This is an optimization exercise on Yosys and OpenROAD, whose aim is small area and a short achievable clock period, not a production implementation.
Function was checked by simulation only, so behaviour that the tests miss may differ from the original.
Power and IR drop assume default switching activity.

==> v17: inputs <==
// alu_top
module alu_top
#(
    parameter int INT_W  = alu_fx_pkg::INT_W_DEF,
    parameter int FRAC_W = alu_fx_pkg::FRAC_W_DEF,
    parameter int DATA_W = INT_W + FRAC_W
) (
    input  logic              i_clk,
    input  logic              i_rst_n,
    input  logic [DATA_W-1:0] i_data_a,
    input  logic [DATA_W-1:0] i_data_b,
    input  logic [alu_op_pkg::OP_W-1:0]   i_inst,
    output logic              o_busy,
    output logic              o_valid,
    output logic [DATA_W-1:0] o_data
);
Settings: LEC_CHECK=0, ABC_AREA=1, CAP_MARGIN=20, CORE_MARGIN=2, CORE_UTILIZATION=40, SLEW_MARGIN=20; clock period 10.0 ns.
standard.sh (not shown) runs the stock make flow with config.mk's settings and CLKGATE_MAP_FILE= SYNTH_SCRIPT=/design/flow/synth_recipe.tcl, a recipe that flattens the netlist after the stock synthesis.
==> flow/flow/run.sh <==
#!/bin/bash
# The standard layout (standard.sh: same synthesis, constraints, clock
# period and steps) with two of ORFS's own settings changed:
#  - every port still gets its buffer, but a sky130_fd_sc_hd__buf_2 instead
#    of the clkdlybuf4s50_1 that buffer_ports picks by default;
set -euo pipefail
bash standard.sh SETUP_SLACK_MARGIN=5.25 "BUFFER_PORTS_ARGS=-buffer_cell sky130_fd_sc_hd__buf_2" finish > standard_flow.log 2>&1
==> v20 (differences from v17) <==
--- a/flow/design.v
+++ b/flow/design.v
@@ -94,13 +94,13 @@
 module alu_fx_arith (
     input  logic [15:0] a,
     input  logic [15:0] bq,
     input  logic [15:0] x,
     input  logic        sub,
-    output logic [3:0] o_s,
-    output logic [10:0] o_r0,
-    output logic [10:0] o_r1,
+    output logic [5:0] o_s,
+    output logic [8:0] o_r0,
+    output logic [8:0] o_r1,
     output logic        o_c10,
     output logic        o_t25,
     output logic        o_fits0,
     output logic        o_fits1,
     output logic        o_sgn
@@ -997,62 +997,78 @@
     logic lo_gg16, lo_pp16;
     assign lo_gg16 = lo_gg9 | (lo_pp9 & lo_gg13);
     assign lo_pp16 = lo_pp9 & lo_pp13;
     assign lo_c = {lo_gg16, lo_gg15, lo_gg14, lo_gg13, lo_gg12, lo_gg11, lo_gg10, lo_gg6, lo_gg5, lo_gg0, 1'b0};
     assign lo_s = lo_t ^ lo_c[9:0];
-    logic [3:0] md_g, md_t, md_s;
-    logic [4:0] md_c;
+    logic [5:0] md_g, md_t, md_s;
+    logic [6:0] md_c;
     assign md_g[0] = r0[10] & r1[10];
     assign md_t[0] = r0[10] ^ r1[10];
     assign md_g[1] = r0[11] & r1[11];
     assign md_t[1] = r0[11] ^ r1[11];
     assign md_g[2] = r0[12] & r1[12];
     assign md_t[2] = r0[12] ^ r1[12];
     assign md_g[3] = r0[13] & r1[13];
     assign md_t[3] = r0[13] ^ r1[13];
+    assign md_g[4] = r0[14] & r1[14];
+    assign md_t[4] = r0[14] ^ r1[14];
+    assign md_g[5] = r0[15] & r1[15];
+    assign md_t[5] = r0[15] ^ r1[15];
     logic md_gg0, md_pp0;
     assign md_gg0 = md_g[0] | (md_t[0] & lo_c[10]);
     assign md_pp0 = md_t[0] & 1'b0;
     logic md_gg1, md_pp1;
     assign md_gg1 = md_g[2] | (md_t[2] & md_g[1]);
     assign md_pp1 = md_t[2] & md_t[1];
     logic md_gg2, md_pp2;
-    assign md_gg2 = md_g[1] | (md_t[1] & md_gg0);
-    assign md_pp2 = md_t[1] & md_pp0;
+    assign md_gg2 = md_g[4] | (md_t[4] & md_g[3]);
+    assign md_pp2 = md_t[4] & md_t[3];
     logic md_gg3, md_pp3;
-    assign md_gg3 = md_gg1 | (md_pp1 & md_gg0);
-    assign md_pp3 = md_pp1 & md_pp0;
+    assign md_gg3 = md_g[1] | (md_t[1] & md_gg0);
+    assign md_pp3 = md_t[1] & md_pp0;
     logic md_gg4, md_pp4;
-    assign md_gg4 = md_g[3] | (md_t[3] & md_gg3);
-    assign md_pp4 = md_t[3] & md_pp3;
-    assign md_c = {md_gg4, md_gg3, md_gg2, md_gg0, lo_c[10]};
-    assign md_s = md_t ^ md_c[3:0];
+    assign md_gg4 = md_gg1 | (md_pp1 & md_gg0);
+    assign md_pp4 = md_pp1 & md_pp0;
+    logic md_gg5, md_pp5;
+    assign md_gg5 = md_g[5] | (md_t[5] & md_gg2);
+    assign md_pp5 = md_t[5] & md_pp2;
+    logic md_gg6, md_pp6;
+    assign md_gg6 = md_g[3] | (md_t[3] & md_gg4);
+    assign md_pp6 = md_t[3] & md_pp4;
+    logic md_gg7, md_pp7;
+    assign md_gg7 = md_gg2 | (md_pp2 & md_gg4);
+    assign md_pp7 = md_pp2 & md_pp4;
+    logic md_gg8, md_pp8;
+    assign md_gg8 = md_gg5 | (md_pp5 & md_gg4);
+    assign md_pp8 = md_pp5 & md_pp4;
+    assign md_c = {md_gg8, md_gg7, md_gg6, md_gg4, md_gg3, md_gg0, lo_c[10]};
+    assign md_s = md_t ^ md_c[5:0];
     assign o_s   = md_s;
-    assign o_c10 = md_c[4];    
-    assign o_r0  = r0[24:14];
-    assign o_r1  = r1[24:14];
+    assign o_c10 = md_c[6];    
+    assign o_r0  = r0[24:16];
+    assign o_r1  = r1[24:16];
     logic [6:0] hi0, hi1;
     assign hi0 = r0[31:25] + r1[31:25];
     assign hi1 = r0[31:25] + r1[31:25] + 7'd1;
     assign o_t25   = hi0[0];
     assign o_fits0 = (&hi0) | ~(|hi0);
     assign o_fits1 = (&hi1) | ~(|hi1);
     assign o_sgn   = hi0[6];
 endmodule
 module alu_fx_sat (
-    input  logic [3:0] s,
-    input  logic [10:0] r0,
-    input  logic [10:0] r1,
+    input  logic [5:0] s,
+    input  logic [8:0] r0,
+    input  logic [8:0] r1,
     input  logic        c10,
     input  logic        t25,
     input  logic        fits0,
     input  logic        fits1,
     input  logic        sgn,
     output logic [15:0] o_res
 );
-    logic [10:0] q_g, q_t, q_s;
-    logic [11:0] q_c;
+    logic [8:0] q_g, q_t, q_s;
+    logic [9:0] q_c;
     assign q_g[0] = r0[0] & r1[0];
     assign q_t[0] = r0[0] ^ r1[0];
     assign q_g[1] = r0[1] & r1[1];
     assign q_t[1] = r0[1] ^ r1[1];
     assign q_g[2] = r0[2] & r1[2];
@@ -1067,14 +1083,10 @@
     assign q_t[6] = r0[6] ^ r1[6];
     assign q_g[7] = r0[7] & r1[7];
     assign q_t[7] = r0[7] ^ r1[7];
     assign q_g[8] = r0[8] & r1[8];
     assign q_t[8] = r0[8] ^ r1[8];
-    assign q_g[9] = r0[9] & r1[9];
-    assign q_t[9] = r0[9] ^ r1[9];
-    assign q_g[10] = r0[10] & r1[10];
-    assign q_t[10] = r0[10] ^ r1[10];
     logic q_gg0, q_pp0;
     assign q_gg0 = q_g[0] | (q_t[0] & c10);
     assign q_pp0 = q_t[0] & 1'b0;
     logic q_gg1, q_pp1;
     assign q_gg1 = q_g[2] | (q_t[2] & q_g[1]);
@@ -1087,59 +1099,44 @@
     assign q_pp3 = q_t[6] & q_t[5];
     logic q_gg4, q_pp4;
     assign q_gg4 = q_g[8] | (q_t[8] & q_g[7]);
     assign q_pp4 = q_t[8] & q_t[7];
     logic q_gg5, q_pp5;
-    assign q_gg5 = q_g[10] | (q_t[10] & q_g[9]);
-    assign q_pp5 = q_t[10] & q_t[9];
+    assign q_gg5 = q_g[1] | (q_t[1] & q_gg0);
+    assign q_pp5 = q_t[1] & q_pp0;
     logic q_gg6, q_pp6;
-    assign q_gg6 = q_g[1] | (q_t[1] & q_gg0);
-    assign q_pp6 = q_t[1] & q_pp0;
+    assign q_gg6 = q_gg1 | (q_pp1 & q_gg0);
+    assign q_pp6 = q_pp1 & q_pp0;
     logic q_gg7, q_pp7;
-    assign q_gg7 = q_gg1 | (q_pp1 & q_gg0);
-    assign q_pp7 = q_pp1 & q_pp0;
+    assign q_gg7 = q_g[5] | (q_t[5] & q_gg2);
+    assign q_pp7 = q_t[5] & q_pp2;
     logic q_gg8, q_pp8;
-    assign q_gg8 = q_g[5] | (q_t[5] & q_gg2);
-    assign q_pp8 = q_t[5] & q_pp2;
+    assign q_gg8 = q_gg3 | (q_pp3 & q_gg2);
+    assign q_pp8 = q_pp3 & q_pp2;
     logic q_gg9, q_pp9;
-    assign q_gg9 = q_gg3 | (q_pp3 & q_gg2);
-    assign q_pp9 = q_pp3 & q_pp2;
+    assign q_gg9 = q_g[3] | (q_t[3] & q_gg6);
+    assign q_pp9 = q_t[3] & q_pp6;
     logic q_gg10, q_pp10;
-    assign q_gg10 = q_g[9] | (q_t[9] & q_gg4);
-    assign q_pp10 = q_t[9] & q_pp4;
+    assign q_gg10 = q_gg2 | (q_pp2 & q_gg6);
+    assign q_pp10 = q_pp2 & q_pp6;
     logic q_gg11, q_pp11;
-    assign q_gg11 = q_gg5 | (q_pp5 & q_gg4);
-    assign q_pp11 = q_pp5 & q_pp4;
+    assign q_gg11 = q_gg7 | (q_pp7 & q_gg6);
+    assign q_pp11 = q_pp7 & q_pp6;
     logic q_gg12, q_pp12;
-    assign q_gg12 = q_g[3] | (q_t[3] & q_gg7);
-    assign q_pp12 = q_t[3] & q_pp7;
+    assign q_gg12 = q_gg8 | (q_pp8 & q_gg6);
+    assign q_pp12 = q_pp8 & q_pp6;
     logic q_gg13, q_pp13;
-    assign q_gg13 = q_gg2 | (q_pp2 & q_gg7);
-    assign q_pp13 = q_pp2 & q_pp7;
+    assign q_gg13 = q_g[7] | (q_t[7] & q_gg12);
+    assign q_pp13 = q_t[7] & q_pp12;
     logic q_gg14, q_pp14;
-    assign q_gg14 = q_gg8 | (q_pp8 & q_gg7);
-    assign q_pp14 = q_pp8 & q_pp7;
-    logic q_gg15, q_pp15;
-    assign q_gg15 = q_gg9 | (q_pp9 & q_gg7);
-    assign q_pp15 = q_pp9 & q_pp7;
-    logic q_gg16, q_pp16;
-    assign q_gg16 = q_g[7] | (q_t[7] & q_gg15);
-    assign q_pp16 = q_t[7] & q_pp15;
-    logic q_gg17, q_pp17;
-    assign q_gg17 = q_gg4 | (q_pp4 & q_gg15);
-    assign q_pp17 = q_pp4 & q_pp15;
-    logic q_gg18, q_pp18;
-    assign q_gg18 = q_gg10 | (q_pp10 & q_gg15);
-    assign q_pp18 = q_pp10 & q_pp15;
-    logic q_gg19, q_pp19;
-    assign q_gg19 = q_gg11 | (q_pp11 & q_gg15);
-    assign q_pp19 = q_pp11 & q_pp15;
-    assign q_c = {q_gg19, q_gg18, q_gg17, q_gg16, q_gg15, q_gg14, q_gg13, q_gg12, q_gg7, q_gg6, q_gg0, c10};
-    assign q_s = q_t ^ q_c[10:0];
+    assign q_gg14 = q_gg4 | (q_pp4 & q_gg12);
+    assign q_pp14 = q_pp4 & q_pp12;
+    assign q_c = {q_gg14, q_gg13, q_gg12, q_gg11, q_gg10, q_gg9, q_gg6, q_gg5, q_gg0, c10};
+    assign q_s = q_t ^ q_c[8:0];
     logic fits;
-    assign fits = q_c[11] ? fits1 : fits0;
-    assign o_res = fits ? {t25 ^ q_c[11], q_s, s} : {sgn, {15{~sgn}}};
+    assign fits = q_c[9] ? fits1 : fits0;
+    assign o_res = fits ? {t25 ^ q_c[9], q_s, s} : {sgn, {15{~sgn}}};
 endmodule
 module alu_bit_ops (
     input  logic        i_lfsr,
     input  logic [7:0]  i_d,
     input  logic [15:0] i_val,
@@ -1243,11 +1240,11 @@
     logic        rot;
     logic        lfsr;
     logic [15:0] m;
     logic [15:0] bq;
     logic [15:0] x;
-    localparam int LOWK = 4;
+    localparam int LOWK = 6;
     logic [LOWK-1:0]  s;
     logic [14-LOWK:0] r0;
     logic [14-LOWK:0] r1;
     logic        c10;
     logic        t25;
==> run notes <==
Post-Layout Cell Count: v17 2020; v20 2048
Worst Tran Pin Value: v17 0.990 ns; v20 1.02 ns
Worst slew margin relative to its limit: v17 33.9%; v20 31.8%
Number of cells on the worst hold path: v17 2; v20 1
Source of the worst register-to-register timing path: v17 u_decode.o_b[11]; v20 u_decode.o_b[5]
Core ar.: v17 28800 sq um; v20 28700 sq um
Largest clock skew in the final design: v17 0.0146 ns; v20 0.0188 ns
Final sequential cell count: v17 84; v20 82
Adder-Cell Fraction of Synth Area: v17 26.7%; v20 27.0%
Global routing usage on met3: v17 3.87%; v20 3.74%
Register bit count reported by yosys: v17 84; v20 82
Number of cells on the worst reg-to-reg path: v17 19; v20 22
Delay of the slowest cell on the worst path: v17 0.41 ns; v20 0.48 ns
Vias: v17 10900; v20 11300
Post-Syn Nets: v17 1804; v20 1818
Post-cts repair resize count: v17 53; v20 47
Status: v17 finished clean; v20 finished clean
Met2 layer wire length in the routed design: v17 17.9 mm; v20 18.7 mm
Maximum frequency from static timing analysis: v17 211 MHz; v20 218 MHz
Fin nets: v17 1846; v20 1875
Share of cell area taken by flip-flops and latches: v17 14.2%; v20 13.8%
Endpoint kind of the worst setup timing path: v17 output port; v20 register
Number of cells on the critical path: v17 10; v20 22

========
==> job 8330 <==
Another version of the RTL of alu_top (not shown whole).
==> module alu_bit_ops, before the edit <==
module alu_bit_ops (
    input  logic        i_lfsr,
    input  logic [7:0]  i_d,
    input  logic [15:0] i_val,
    output logic [15:0] o_res
);
    logic [4:0]  i_amt;
    logic [15:0] rot;
    assign i_amt = {1'b0, i_d[3:0]} + {1'b0, i_d[7:4]};
    logic [15:0] therm;
    logic [15:0] fb;
    assign rot = ({i_val, i_val} << i_amt[3:0]) >> 16;
    always_comb begin
        for (int i = 0; i < 16; i++) therm[i] = (5'(i) < i_amt);
    end
    always_comb begin
        for (int i = 0; i < 16; i++) begin
            if (i < 8) fb[i] = i_lfsr ? (rot[(i + 14) % 16] ^ rot[(i + 13) % 16] ^ rot[(i + 11) % 16]) : 1'b1;
            else       fb[i] = 1'b1;
        end
    end
    assign o_res = rot ^ (therm & fb);
endmodule
make LEC_CHECK=0 ABC_AREA=1 CAP_MARGIN=20 CORE_MARGIN=2 CORE_UTILIZATION=40 SETUP_SLACK_MARGIN=5 SLEW_MARGIN=20 finish   # period 10.0 ns
run.sh (not shown) runs the stock make flow with config.mk's settings and CLKGATE_MAP_FILE= SYNTH_SCRIPT=/design/flow/synth_recipe.tcl, a recipe that flattens the netlist after the stock synthesis.
Stock flow here: none of the scripts above is used.
==> inputs of job 7703, as changes to job 8330 <==
--- a/flow/design.v
+++ b/flow/design.v
@@ -1148,8 +1148,10 @@
     logic [15:0] therm;
     logic [15:0] fb;
-    assign rot = ({i_val, i_val} << i_amt[3:0]) >> 16;
-    always_comb begin
-        for (int i = 0; i < 16; i++) therm[i] = (5'(i) < i_amt);
-    end
+    logic [15:0] r1, r2, r4;
+    assign r1  = i_amt[0] ? {i_val[14:0], i_val[15]}  : i_val;
+    assign r2  = i_amt[1] ? {r1[13:0], r1[15:14]}     : r1;
+    assign r4  = i_amt[2] ? {r2[11:0], r2[15:12]}     : r2;
+    assign rot = i_amt[3] ? {r4[7:0], r4[15:8]}       : r4;
+    assign therm = i_amt[4] ? 16'hffff : ~(16'hffff << i_amt[3:0]);
     always_comb begin
         for (int i = 0; i < 16; i++) begin
==> flow/flow/run.sh (new file) <==
#!/bin/bash
# The standard layout (standard.sh: same synthesis, constraints, clock
# period and steps) with two of ORFS's own settings changed:
#  - every port still gets its buffer, but a sky130_fd_sc_hd__buf_2 instead
#    of the clkdlybuf4s50_1 that buffer_ports picks by default;
set -euo pipefail
bash standard.sh SETUP_SLACK_MARGIN=5.5 "BUFFER_PORTS_ARGS=-buffer_cell sky130_fd_sc_hd__buf_2" finish > standard_flow.log 2>&1
==> flow/standard.sh (new file) <==
#!/bin/bash
# synth_recipe.tcl (not shown) runs the flow's synth.tcl, then flattens the netlist and writes it again
# the make line also repeats each setting of config.mk as NAME=value (left out here)
make -C /OpenROAD-flow-scripts/flow DESIGN_CONFIG=/design/flow/config.mk WORK_HOME=/design/flow/orfs CLKGATE_MAP_FILE= SYNTH_SCRIPT=/design/flow/synth_recipe.tcl "${@:-finish}"
- CORE_UTILIZATION: 40 -> 30
- SETUP_SLACK_MARGIN: 5 -> default
removed: flow/run.sh
==> run notes <==
Worst setup slack before clock tree synthesis: job 8330 4.09 ns; job 7703 4.47 ns
Top achievable clock speed: job 8330 204 MHz; job 7703 221 MHz
Result of the run: job 8330 no timing/DRC/antenna violations; job 7703 no timing/DRC/antenna violations
Part of the power in the clock network: job 8330 0.137; job 7703 0.146
Share of synthesized cell area in and, or, nand and nor gates: job 8330 0.208; job 7703 0.211
Crit path launch: job 8330 u_result.rq1[4]; job 7703 u_result.rq1[2]
Number of resized instances in the post-cts repair step: job 8330 59; job 7703 100
Reg area: job 8330 0.00182 mm^2; job 7703 0.00183 mm^2
Setup WS post-layout: job 8330 5.10 ns; job 7703 5.47 ns
Leakage power: job 8330 6.79 nW; job 7703 6.72 nW
Wire length of the first global-routing pass: job 8330 60.5 mm; job 7703 62.3 mm
Total die area: job 8330 0.0308 mm^2; job 7703 0.0404 mm^2
Tapcells: job 8330 384; job 7703 518
Total met2 wirelength after detailed routing: job 8330 18.2 mm; job 7703 18.0 mm
Crit path max fanout: job 8330 4; job 7703 3
DIE WIDTH: job 8330 176 um; job 7703 201 um
Util after Layout: job 8330 0.467; job 7703 0.358

## re-timing with driven ports
No port has a modelled driver above. Below, the same layouts with a new extraction and two added sets of constraints.
Step 1 assumes that a clkbuf_16 drives the clock port and a buf_2 every other input.
Step 2, shift: input delay + t, output delay - t, t = (earliest + latest rising clock arrival at the registers) / 2. This alone moves slack from input paths to output paths.
a / b / c = ideal ports / drivers / drivers and shift; a / b = the first two.
run | shift t [ns] | slack for setup (ns) | hold WS [ns] | clock arrival spread, ns
v17 | 0.404 | 5.265 / 5.220 / 5.064 | 0.485 / 0.485 / 0.485 | 0.014 / 0.015
v20 | 0.394 | 5.408 / 5.371 / 5.097 | 0.473 / 0.473 / 0.473 | 0.018 / 0.019
job 8330 | 0.396 | 5.101 / 5.059 / 5.062 | 0.480 / 0.480 / 0.480 | 0.012 / 0.012
job 7703 | 0.400 | 5.472 / 5.425 / 5.225 | 0.474 / 0.474 / 0.474 | 0.015 / 0.016
After both steps setup and hold are still met in every run listed. The setup slack of v20, which loses most, moves by -0.037 ns with the drivers and by -0.311 ns with both steps.
